Background: an optimization exercise with open tools, aiming at small area, a short achievable clock period and few clock cycles. Do not read the settings as production practice.
The RTL was checked by simulation tests, not by an equivalence proof against the original design.
Power is estimated from default activity; no workload was simulated.

<file path="design/flow/design.v">
`timescale 1ns / 1ps
package pjt_pkg;
    localparam int SLOTS = 12;
    localparam int SW = $clog2(SLOTS);
    localparam logic [7:0] MIN_INTERVAL_RST = 8'd5;
    typedef enum logic [2:0] {
        OP_ADD = 3'd0, OP_TICK = 3'd1, OP_DEL = 3'd2,
        OP_RUN = 3'd3, OP_DONE = 3'd4, OP_QUERY = 3'd5
    } op_t;
    typedef enum logic [3:0] {
        K_ADDED = 4'd0, K_FULL = 4'd1, K_FIRED = 4'd2, K_EXPIRED = 4'd3,
        K_TICK = 4'd4, K_REMOVED = 4'd5, K_RUNST = 4'd6, K_COMPLETED = 4'd7,
        K_INFO = 4'd8, K_EMPTY = 4'd9, K_STALE = 4'd10
    } kind_t;
    typedef struct packed {
        logic       latch;       
        logic       exec;        
        logic       scan_init;   
        logic       scan_step;   
        logic       emit_tick;   
        logic       out_pop;     
    } cmd_t;
    typedef struct packed {
        logic       scan_done;
        logic       out_full;
    } stat_t;
endpackage
`timescale 1ns / 1ps
module pjt_ctrl (
    input  logic           clk,
    input  logic           rst_n,
    input  logic           in_valid,
    output logic           in_ready,
    input  logic [2:0]     opcode,
    output logic           out_valid,
    input  logic           out_ready,
    output pjt_pkg::cmd_t  cmd,
    input  pjt_pkg::stat_t stat
);
    typedef enum logic [4:0] {
        S_IDLE = 5'b00001, S_EXEC = 5'b00010, S_INIT = 5'b00100,
        S_SCAN = 5'b01000, S_TICK = 5'b10000
    } state_t;
    state_t state_reg, state_next;
    logic   pop;
    assign out_valid = stat.out_full;
    assign pop       = out_valid && out_ready;
    logic room;
    assign room = !stat.out_full || out_ready;
    assign in_ready = (state_reg == S_IDLE);
    always_comb
    begin
        state_next = state_reg;
        cmd = '0;
        cmd.out_pop = pop;
        case (state_reg)
            S_IDLE:
                if (in_valid)
                begin
                    cmd.latch = 1'b1;
                    if (opcode == pjt_pkg::OP_TICK)
                        state_next = S_INIT;
                    else if (opcode <= pjt_pkg::OP_QUERY)
                        state_next = S_EXEC;
                end
            S_EXEC:
                if (room)
                begin
                    cmd.exec = 1'b1;
                    state_next = S_IDLE;
                end
            S_INIT:
            begin
                cmd.scan_init = 1'b1;
                state_next = S_SCAN;
            end
            S_SCAN:
                if (stat.scan_done)
                    state_next = S_TICK;
                else if (room)
                    cmd.scan_step = 1'b1;
            S_TICK:
                if (room)
                begin
                    cmd.emit_tick = 1'b1;
                    state_next = S_IDLE;
                end
            default: state_next = S_IDLE;
        endcase
    end
    always_ff @(posedge clk or negedge rst_n)
    begin
        if (!rst_n)
        begin
            state_reg <= S_IDLE;
        end
        else
        begin
            state_reg <= state_next;
        end
    end
endmodule
`timescale 1ns / 1ps
module pjt_datapath (
    input  logic                 clk,
    input  logic                 rst_n,
    input  pjt_pkg::cmd_t        cmd,
    output pjt_pkg::stat_t       stat,
    input  logic [7:0]           min_interval,
    input  logic [2:0]           opcode,
    input  logic [23:0]          interval_s,
    input  logic [23:0]          ttl_s,
    input  logic                 is_global,
    input  logic [15:0]          command_tag,
    input  logic [23:0]          target_id,
    input  logic                 delete_all,
    input  logic                 run_enable,
    input  logic [3:0]           slot_index,
    input  logic signed [31:0]   return_code,
    output logic [3:0]           kind,
    output logic [3:0]           slot,
    output logic [23:0]          job_id,
    output logic [15:0]          command_out,
    output logic                 global_flag,
    output logic [31:0]          count,
    output logic [23:0]          interval_out,
    output logic [31:0]          remaining_s,
    output logic signed [31:0]   last_code,
    output logic                 running,
    output logic                 persist_changed,
    output logic                 last
);
    localparam int SL = pjt_pkg::SLOTS;
    localparam int SW = pjt_pkg::SW;
    logic [2:0]  op_reg;
    logic [23:0] intv_reg, ttl_reg, tgt_reg;
    logic        glob_reg, all_reg, ren_reg;
    logic [15:0] cmdtag_reg;
    logic [3:0]  idx_reg;
    logic [31:0] code_reg;
    logic [31:0] now_reg;
    logic [23:0] nid_reg;
    logic        run_reg;
    logic [SL-1:0] used_reg;
    logic [23:0] s_id  [SL];
    logic [23:0] s_iv  [SL];
    logic [31:0] s_due [SL];
    logic [31:0] s_exp [SL];
    logic        s_gl  [SL];
    logic [31:0] s_runs[SL];
    logic [31:0] s_code[SL];
    logic [15:0] s_cmd [SL];
    logic [SW-1:0] ptr_reg;
    logic          scan_reg;
    logic        full_reg;
    logic          free_found;
    logic [SW-1:0] free_idx;
    always_comb
    begin
        free_found = 1'b0;
        free_idx   = '0;
        for (int i = SL - 1; i >= 0; i--)
        begin
            if (!used_reg[i])
            begin
                free_found = 1'b1;
                free_idx   = SW'(i);
            end
        end
    end
    logic idx_ok;
    logic [SW-1:0] idx;
    assign idx_ok = ({28'd0, idx_reg} < SL) && used_reg[idx_reg[SW-1:0]];
    assign idx    = idx_reg[SW-1:0];
    logic [23:0] every;
    always_comb
    begin
        every = intv_reg;
        if (intv_reg != 24'd0 && intv_reg < {16'd0, min_interval})
            every = {16'd0, min_interval};
    end
    logic [SL-1:0] del_hit;
    logic [5:0]    del_n;
    logic          del_touch;
    always_comb
    begin
        del_n = '0;
        del_touch = 1'b0;
        for (int i = 0; i < SL; i++)
        begin
            del_hit[i] = used_reg[i] && (all_reg || s_id[i] == tgt_reg);
            del_n = del_n + 6'(del_hit[i]);
            del_touch = del_touch | (del_hit[i] & s_gl[i]);
        end
    end
    logic [23:0] nid_inc;
    assign nid_inc = nid_reg + 24'd1;
    logic [31:0] p_exp, p_due;
    logic [23:0] p_iv;
    logic p_used, p_expired, p_fire;
    assign p_used    = used_reg[ptr_reg];
    assign p_exp     = s_exp[ptr_reg];
    assign p_due     = s_due[ptr_reg];
    assign p_iv      = s_iv[ptr_reg];
    assign p_expired = (p_exp != 32'd0) && (now_reg > p_exp);
    assign p_fire    = now_reg >= p_due;
    assign stat.scan_done   = !scan_reg;
    assign stat.out_full    = full_reg;
    assign running          = run_reg;
    logic          push;
    logic [3:0]    pk;
    logic [3:0]    ps;
    logic          pslot;
    logic [SW-1:0] psi;
    logic [31:0]   pcount, prem;
    logic          ppers, plast;
    always_comb
    begin
        push = 1'b0; pk = pjt_pkg::K_TICK; ps = '0; pslot = 1'b0; psi = '0;
        pcount = '0; prem = '0; ppers = 1'b0; plast = 1'b1;
        if (cmd.exec)
        begin
            push = 1'b1;
            case (op_reg)
                pjt_pkg::OP_ADD:
                begin
                    if (free_found)
                    begin
                        pk = pjt_pkg::K_ADDED; pslot = 1'b1; psi = free_idx;
                        ps = 4'(free_idx); ppers = glob_reg;
                    end
                    else
                        pk = pjt_pkg::K_FULL;
                end
                pjt_pkg::OP_DEL:
                begin
                    pk = pjt_pkg::K_REMOVED; pcount = 32'(del_n); ppers = del_touch;
                end
                pjt_pkg::OP_RUN: pk = pjt_pkg::K_RUNST;
                pjt_pkg::OP_DONE:
                begin
                    ps = idx_reg;
                    if (idx_ok)
                    begin
                        pk = pjt_pkg::K_COMPLETED; pslot = 1'b1; psi = idx;
                        ppers = (s_iv[idx] == 24'd0) & s_gl[idx];
                    end
                    else
                        pk = pjt_pkg::K_STALE;
                end
                pjt_pkg::OP_QUERY:
                begin
                    ps = idx_reg;
                    if (idx_ok)
                    begin
                        pk = pjt_pkg::K_INFO; pslot = 1'b1; psi = idx;
                        if (s_exp[idx] != 32'd0 && s_exp[idx] > now_reg)
                            prem = s_exp[idx] - now_reg;
                    end
                    else
                        pk = pjt_pkg::K_EMPTY;
                end
                default: push = 1'b0;
            endcase
        end
        else if (cmd.scan_step && p_used && (p_expired || p_fire))
        begin
            push = 1'b1; pslot = 1'b1; psi = ptr_reg; ps = 4'(ptr_reg); plast = 1'b0;
            if (p_expired)
            begin
                pk = pjt_pkg::K_EXPIRED; ppers = s_gl[ptr_reg];
            end
            else
                pk = pjt_pkg::K_FIRED;
        end
        else if (cmd.emit_tick)
            push = 1'b1;
    end
    always_ff @(posedge clk)
    begin
        if (push)
        begin
            kind <= pk; slot <= ps; remaining_s <= prem; last <= plast;
            persist_changed <= ppers;
            count <= pcount;
            job_id <= '0; command_out <= '0; global_flag <= 1'b0;
            interval_out <= '0; last_code <= '0;
            if (pslot)
            begin
                if (cmd.exec && op_reg == pjt_pkg::OP_ADD)
                begin
                    job_id <= nid_reg; command_out <= cmdtag_reg;
                    global_flag <= glob_reg; interval_out <= every;
                end
                else
                begin
                    job_id <= s_id[psi]; command_out <= s_cmd[psi];
                    global_flag <= s_gl[psi]; interval_out <= s_iv[psi];
                    count <= s_runs[psi] + 32'(cmd.exec);
                    last_code <= cmd.exec ? code_reg : s_code[psi];
                    if (cmd.exec && op_reg == pjt_pkg::OP_QUERY)
                    begin
                        count <= s_runs[psi];
                        last_code <= s_code[psi];
                    end
                end
            end
        end
    end
    always_ff @(posedge clk or negedge rst_n)
    begin
        if (!rst_n)
        begin
            full_reg <= 1'b0;
        end
        else
        begin
            if (push)
                full_reg <= 1'b1;
            else if (cmd.out_pop)
                full_reg <= 1'b0;
        end
    end
    always_ff @(posedge clk)
    begin
        if (cmd.latch)
        begin
            op_reg <= opcode; intv_reg <= interval_s; ttl_reg <= ttl_s;
            glob_reg <= is_global; cmdtag_reg <= command_tag; tgt_reg <= target_id;
            all_reg <= delete_all; ren_reg <= run_enable; idx_reg <= slot_index;
            code_reg <= return_code;
        end
        if (cmd.exec && op_reg == pjt_pkg::OP_ADD && free_found)
        begin
            s_id[free_idx]  <= nid_reg;
            s_iv[free_idx]  <= every;
            s_due[free_idx] <= now_reg + ((every != 24'd0) ? {8'd0, every} : 32'd1);
            s_exp[free_idx] <= (ttl_reg != 24'd0) ? now_reg + {8'd0, ttl_reg} : 32'd0;
            s_gl[free_idx]  <= glob_reg;
            s_runs[free_idx] <= '0;
            s_code[free_idx] <= '0;
            s_cmd[free_idx] <= cmdtag_reg;
        end
        if (cmd.exec && op_reg == pjt_pkg::OP_DONE && idx_ok)
        begin
            s_runs[idx] <= s_runs[idx] + 32'd1;
            s_code[idx] <= code_reg;
        end
        if (cmd.scan_step && p_used && !p_expired && p_fire)
            s_due[ptr_reg] <= now_reg + ((p_iv != 24'd0) ? {8'd0, p_iv} : 32'd1);
    end
    always_ff @(posedge clk or negedge rst_n)
    begin
        if (!rst_n)
        begin
            now_reg <= '0; nid_reg <= 24'd1; run_reg <= 1'b1; used_reg <= '0;
            ptr_reg <= '0; scan_reg <= 1'b0;
        end
        else
        begin
            if (cmd.exec)
            begin
                case (op_reg)
                    pjt_pkg::OP_ADD:
                        if (free_found)
                        begin
                            used_reg[free_idx] <= 1'b1;
                            nid_reg <= (nid_inc == 24'd0) ? 24'd1 : nid_inc;
                        end
                    pjt_pkg::OP_DEL: used_reg <= used_reg & ~del_hit;
                    pjt_pkg::OP_RUN: run_reg <= ren_reg;
                    pjt_pkg::OP_DONE:
                        if (idx_ok && s_iv[idx] == 24'd0)
                            used_reg[idx] <= 1'b0;
                    default: ;
                endcase
            end
            if (cmd.scan_init)
            begin
                now_reg <= now_reg + 32'd1;
                ptr_reg <= '0;
                scan_reg <= run_reg;
            end
            else if (cmd.scan_step)
            begin
                if (p_used && p_expired)
                    used_reg[ptr_reg] <= 1'b0;
                if (ptr_reg == SW'(SL - 1))
                    scan_reg <= 1'b0;
                else
                    ptr_reg <= ptr_reg + SW'(1);
            end
        end
    end
endmodule
`timescale 1ns / 1ps
module periodic_job_timer_table_core (
    input  logic                 clk,
    input  logic                 rst_n,
    input  logic                 cfg_valid,
    output logic                 cfg_ready,
    input  logic [7:0]           cfg_data,
    input  logic                 in_valid,
    output logic                 in_ready,
    input  logic [2:0]           opcode,
    input  logic [23:0]          interval_s,
    input  logic [23:0]          ttl_s,
    input  logic                 is_global,
    input  logic [15:0]          command_tag,
    input  logic [23:0]          target_id,
    input  logic                 delete_all,
    input  logic                 run_enable,
    input  logic [3:0]           slot_index,
    input  logic signed [31:0]   return_code,
    output logic                 out_valid,
    input  logic                 out_ready,
    output logic [3:0]           kind,
    output logic [3:0]           slot,
    output logic [23:0]          job_id,
    output logic [15:0]          command_out,
    output logic                 global_flag,
    output logic [31:0]          count,
    output logic [23:0]          interval_out,
    output logic [31:0]          remaining_s,
    output logic signed [31:0]   last_code,
    output logic                 running,
    output logic                 persist_changed,
    output logic                 last
);
    logic [7:0] min_interval_reg;
    pjt_pkg::cmd_t  cmd;
    pjt_pkg::stat_t stat;
    assign cfg_ready = 1'b1;
    always_ff @(posedge clk or negedge rst_n)
    begin
        if (!rst_n)
            min_interval_reg <= pjt_pkg::MIN_INTERVAL_RST;
        else if (cfg_valid)
            min_interval_reg <= cfg_data;
    end
    pjt_ctrl u_ctrl (
        .clk(clk), .rst_n(rst_n), .in_valid(in_valid), .in_ready(in_ready),
        .opcode(opcode), .out_valid(out_valid), .out_ready(out_ready),
        .cmd(cmd), .stat(stat)
    );
    pjt_datapath u_dp (
        .clk(clk), .rst_n(rst_n), .cmd(cmd), .stat(stat),
        .min_interval(min_interval_reg),
        .opcode(opcode), .interval_s(interval_s), .ttl_s(ttl_s),
        .is_global(is_global), .command_tag(command_tag), .target_id(target_id),
        .delete_all(delete_all), .run_enable(run_enable), .slot_index(slot_index),
        .return_code(return_code),
        .kind(kind), .slot(slot), .job_id(job_id), .command_out(command_out),
        .global_flag(global_flag), .count(count), .interval_out(interval_out),
        .remaining_s(remaining_s), .last_code(last_code), .running(running),
        .persist_changed(persist_changed), .last(last)
    );
endmodule
</file>
<file path="design/flow/run.sh">
#!/bin/bash
# synth_recipe.tcl (not shown) runs the flow's synth.tcl, then flattens the netlist and writes it again
# the make line also repeats each setting of config.mk as NAME=value (left out here)
make -C /OpenROAD-flow-scripts/flow DESIGN_CONFIG=/design/flow/config.mk WORK_HOME=/design/flow/orfs CLKGATE_MAP_FILE= SYNTH_SCRIPT=/design/flow/synth_recipe.tcl finish
</file>
<file path="design/flow/config.mk">
export PLATFORM = sky130hd
export DESIGN_NAME = periodic_job_timer_table_core
export DESIGN_NICKNAME = periodic_job_timer_table_core
export VERILOG_FILES = /design/flow/design.v
export SDC_FILE = /design/flow/constraint.sdc
export NUM_CORES = 4
export LEC_CHECK = 0
export CAP_MARGIN = 20
export CORE_MARGIN = 2
export CORE_UTILIZATION = 40
export PLACE_DENSITY = 0.6
export SLEW_MARGIN = 20
</file>
<file path="design/flow/constraint.sdc">
create_clock -name core_clock -period 9.0 [get_ports {clk}]
set_input_delay 1.8000 -clock core_clock [delete_from_list [all_inputs] [get_ports {clk}]]
set_output_delay 1.8000 -clock core_clock [all_outputs]
set_load 0.01 [all_outputs]
</file>
==> summary.txt <==
power groups by stage:
stage	logic [mW]	registers, mW	clock network (mW)
after floorplan	5.48	15.0	0
after global placement	8.00	15.4	0
after detailed placement	8.07	15.4	0
after CTS	8.10	15.1	12.7
after global routing	8.70	15.2	13.2
final	8.18	15.1	12.5
path summary, 6_finish.rpt:
path	endpoint	slack [ps]
worst max-delay path	u_dp.s_due[4][24]	510
worst min-delay path	u_dp.run_reg	480
worst max register to register	u_dp.s_due[4][24]	510
worst min register to register	u_dp.run_reg	480
max in group asynchronous	u_dp.ptr_reg[0]	6480
min in group asynchronous	min_interval_reg[4]	1000
critical path: cells and delay by family (launching register included):
family	cells	cell delay, ps
compound gates	19	4090
fa+ha+maj	3	970
flops	1	790
mux	2	790
simple gates	4	610
buf+inv	3	570
xor+xnor	1	400
metrics by stage:
stage | cell area, um2 | power [mW] | instances
4_1_cts | 145200 | 35.94 | 14113
2_1_floorplan | 126600 | 20.46 | 9429
6_report | 145300 | 35.85 | 14117
3_3_place_gp | 135300 | 23.38 | 13562
5_1_grt | 145300 | 37.05 | 14114
3_5_place_dp | 135300 | 23.45 | 13562
cell families after synthesis:
| kind of cell | synth area share, % |
|---|---|
| and+or+nand+nor | 12.03 |
| xor gates and xnor gates | 3.274 |
| AOI/OAI and AO/OA | 6.388 |
| other | 0.005936 |
| DFF | 64.02 |
| muxes | 10.11 |
| adders and majority gates | 1.869 |
| buffers and inverters | 2.305 |
cells in the mapped netlist (150+ instances only):
master    count
a311oi_1    187
mux4_2      440
nand3_1     519
ha_1        173
nor2_1      385
edfxtp_1   2621
o21ai_0     156
a21oi_1     451
clkbuf_1    398
nand2_1    1724
and3_1      172
mux2i_1     202
xnor2_1     323
xor2_1      150
area by class of cell:
| class | count | area (um2) |
|---|---|---|
| antenna | 4 | 10.01 |
| clock buffer | 377 | 7975 |
| clock inverter | 174 | 1979 |
| fill | 27470 | 169400 |
| inverter | 123 | 466.7 |
| multi-input combinational | 5995 | 43010 |
| sequential | 2713 | 81020 |
| tap | 4160 | 5205 |
| timing repair buffer | 571 | 5613 |
layer usage:
layer | GRT usage [%] | wire (um)
met5 | 0 | 90
met4 | 11.11 | 20200
met3 | 4.608 | 40070
met2 | 38.84 | 187600
met1 | 34.12 | 163900
==> flow_metrics.py <==
metrics = {
    "status": {
        "outcome": "no timing/DRC/antenna violations",
    },
    "die": {
        "die_area_um2": 320800,
        "core-area_um2": 314700,
        "core.rowCount": 206,
        "initial_core_util_pct": 40.20,
        "dieHeight_um": 566.4,
        "die_w_um": 566.4,
        "io_pins": 318,
    },
    "power": {
        "pwr-share-clk_pct": 35.0,
        "p_sw_mw": 10.76,
        "ir_drop_mv": 0.1548,
        "p_seq_share_pct": 42.2,
        "internal-power_mw": 25.09,
        "p_comb_share_pct": 22.8,
        "cellPowerDensity_nw_per_um2": 246.8,
        "leakage_nw": 49.19,
        "switching_share_pct": 30.01,
    },
    "clock_network": {
        "insertion_delay_ps": 930,
        "cts_max_level": 5,
        "cts_tree": "done",
        "cts_resized": 0,
        "clockBufferDepth": 4,
        "cts_inserted_buffers": 303,
        "clk_pin_slew_ps": 60,
        "cts_hold_buf": 0,
        "post_cts_buffers": 0,
        "cts-root-buf": "clkbuf_16",
        "clock_sinks": 2713,
    },
    "route": {
        "first_pass_iters": 7,
        "vias": 86221,
        "wirelength_um": 411800,
        "drtIter0Drc": 11375,
        "ant_nets": 0,
        "viasPerCell": 6.108,
        "drc": 0,
        "wl_per_cell_um": 29.17,
    },
    "logic_synthesis": {
        "ys_ff_latch": 2713,
        "synth_edf_count": 2621,
        "mappedNetlistArea_um2": 126500,
        "synth-seq-area-share_pct": 64.02,
        "synth_area_per_cell_um2": 13.42,
        "synth_top_area_cell": "edfxtp_1",
        "synth_cells": 9426,
        "synthTopCellsByArea": "edfxtp_1 (62%), mux4_2 (7.8%), nand2_1 (5.1%), xnor2_1 (2.2%), nand3_1 (2.1%)",
        "yosysUniqueCellTypes": 89,
        "synthFlopType": "edfxtp_1",
        "synthArstFlopShare_pct": 3.244,
        "synth_top_area_share_pct": 62.21,
        "yosysWarnings": 3,
    },
    "worst_setup_path": {
        "cp_slowest_cell": "dfrtp_4",
        "worstPathArrival_ps": 9140,
        "start_kind": "flip-flop",
        "crit_top_cell": "a21oi_1",
        "required_ps": 9650,
        "critPathKind": "flip-flop to flip-flop",
        "path_max_fanout": 24,
        "cp_slowest_stage_delay_ps": 790,
        "startpoint": "u_dp.ptr_reg[0]",
        "rr_startpoint": "u_dp.ptr_reg[0]",
        "r2r_cells": 32,
        "worstSetupEndpointType": "flip-flop",
    },
    "global_routing": {
        "first_global_vias": 84680,
        "antenna_found_initial": 24,
        "groute.usage.overall_pct": 24.95,
        "overflow": 0,
        "grt_pass1_wl_um": 594200,
        "grt_max_degree": 176,
    },
    "sta": {
        "max_slew_margin_pct": 22.83,
        "slew_violations": 0,
        "finalHoldViolCount": 0,
        "finalSetupTns_ps": 0,
        "clock.fmax_mhz": 117.8,
        "setup-violations-final": 0,
        "holdWs_ps": 480.0,
        "clock-skew-final_ps": 103.9,
        "worst_pin_slew_ps": 1146,
        "fin_crit_sh_pct": 94.30,
        "rsz0062_at_grt": "no",
        "setup_slack_ps": 512.8,
        "fin_crit_ps": 8487,
    },
    "final_layout": {
        "mostFrequentLayoutCell": "edfxtp_1",
        "final_util_pct": 46.16,
        "drive_above_1_share_pct": 13.18,
        "final_cell_mix": "edfxtp_1 (2621), nand2_1 (1723), nand3_1 (518)",
        "nets": 10033,
        "area_growth_pct": 14.83,
    },
    "placement": {
        "gp_congestion": 0.9418,
        "io_buffers": 316,
        "pre_cts_ws_ps": 570.3,
        "dp_hpwl_um": 253900,
    },
    "worst_hold_path": {
        "min_path_type": "flip-flop to flip-flop",
        "hp-start": "u_dp.ren_reg",
        "min_path_cells": 1,
    },
    "run": {
        "drv_cap": 0,
    },
}
Testbench counts, summed over its fixed seeds: cycles 39,320.

## static timing again, ports no longer ideal
Ports are ideal in the flow. The routed layout listed here was re-timed in OpenROAD. Step 1: set_driving_cell puts a clkbuf_16 on clk and a buf_2 on each other input, an assumption about the parent block. Step 2 adds t to the input delays and takes it off the output delays; t is the mean of the earliest and latest rising clock arrival at the registers after step 1. Input paths then give back, and output paths get back, about the clock's delay inside the block. Three values: no drivers, after step 1, after step 2; two values: the first two.
t (ns): 0.982
setup slack, ns: 0.513 / 0.513 / 0.512
worst setup path at the end: input to register
worst register clock-pin slew, ns: 0.08 / 0.08
cell pins on the clock port's net: 1
After both steps setup and hold are still met in this run. For this run, drivers alone change the setup slack by 0.000 ns; drivers and shift together by -0.001 ns.
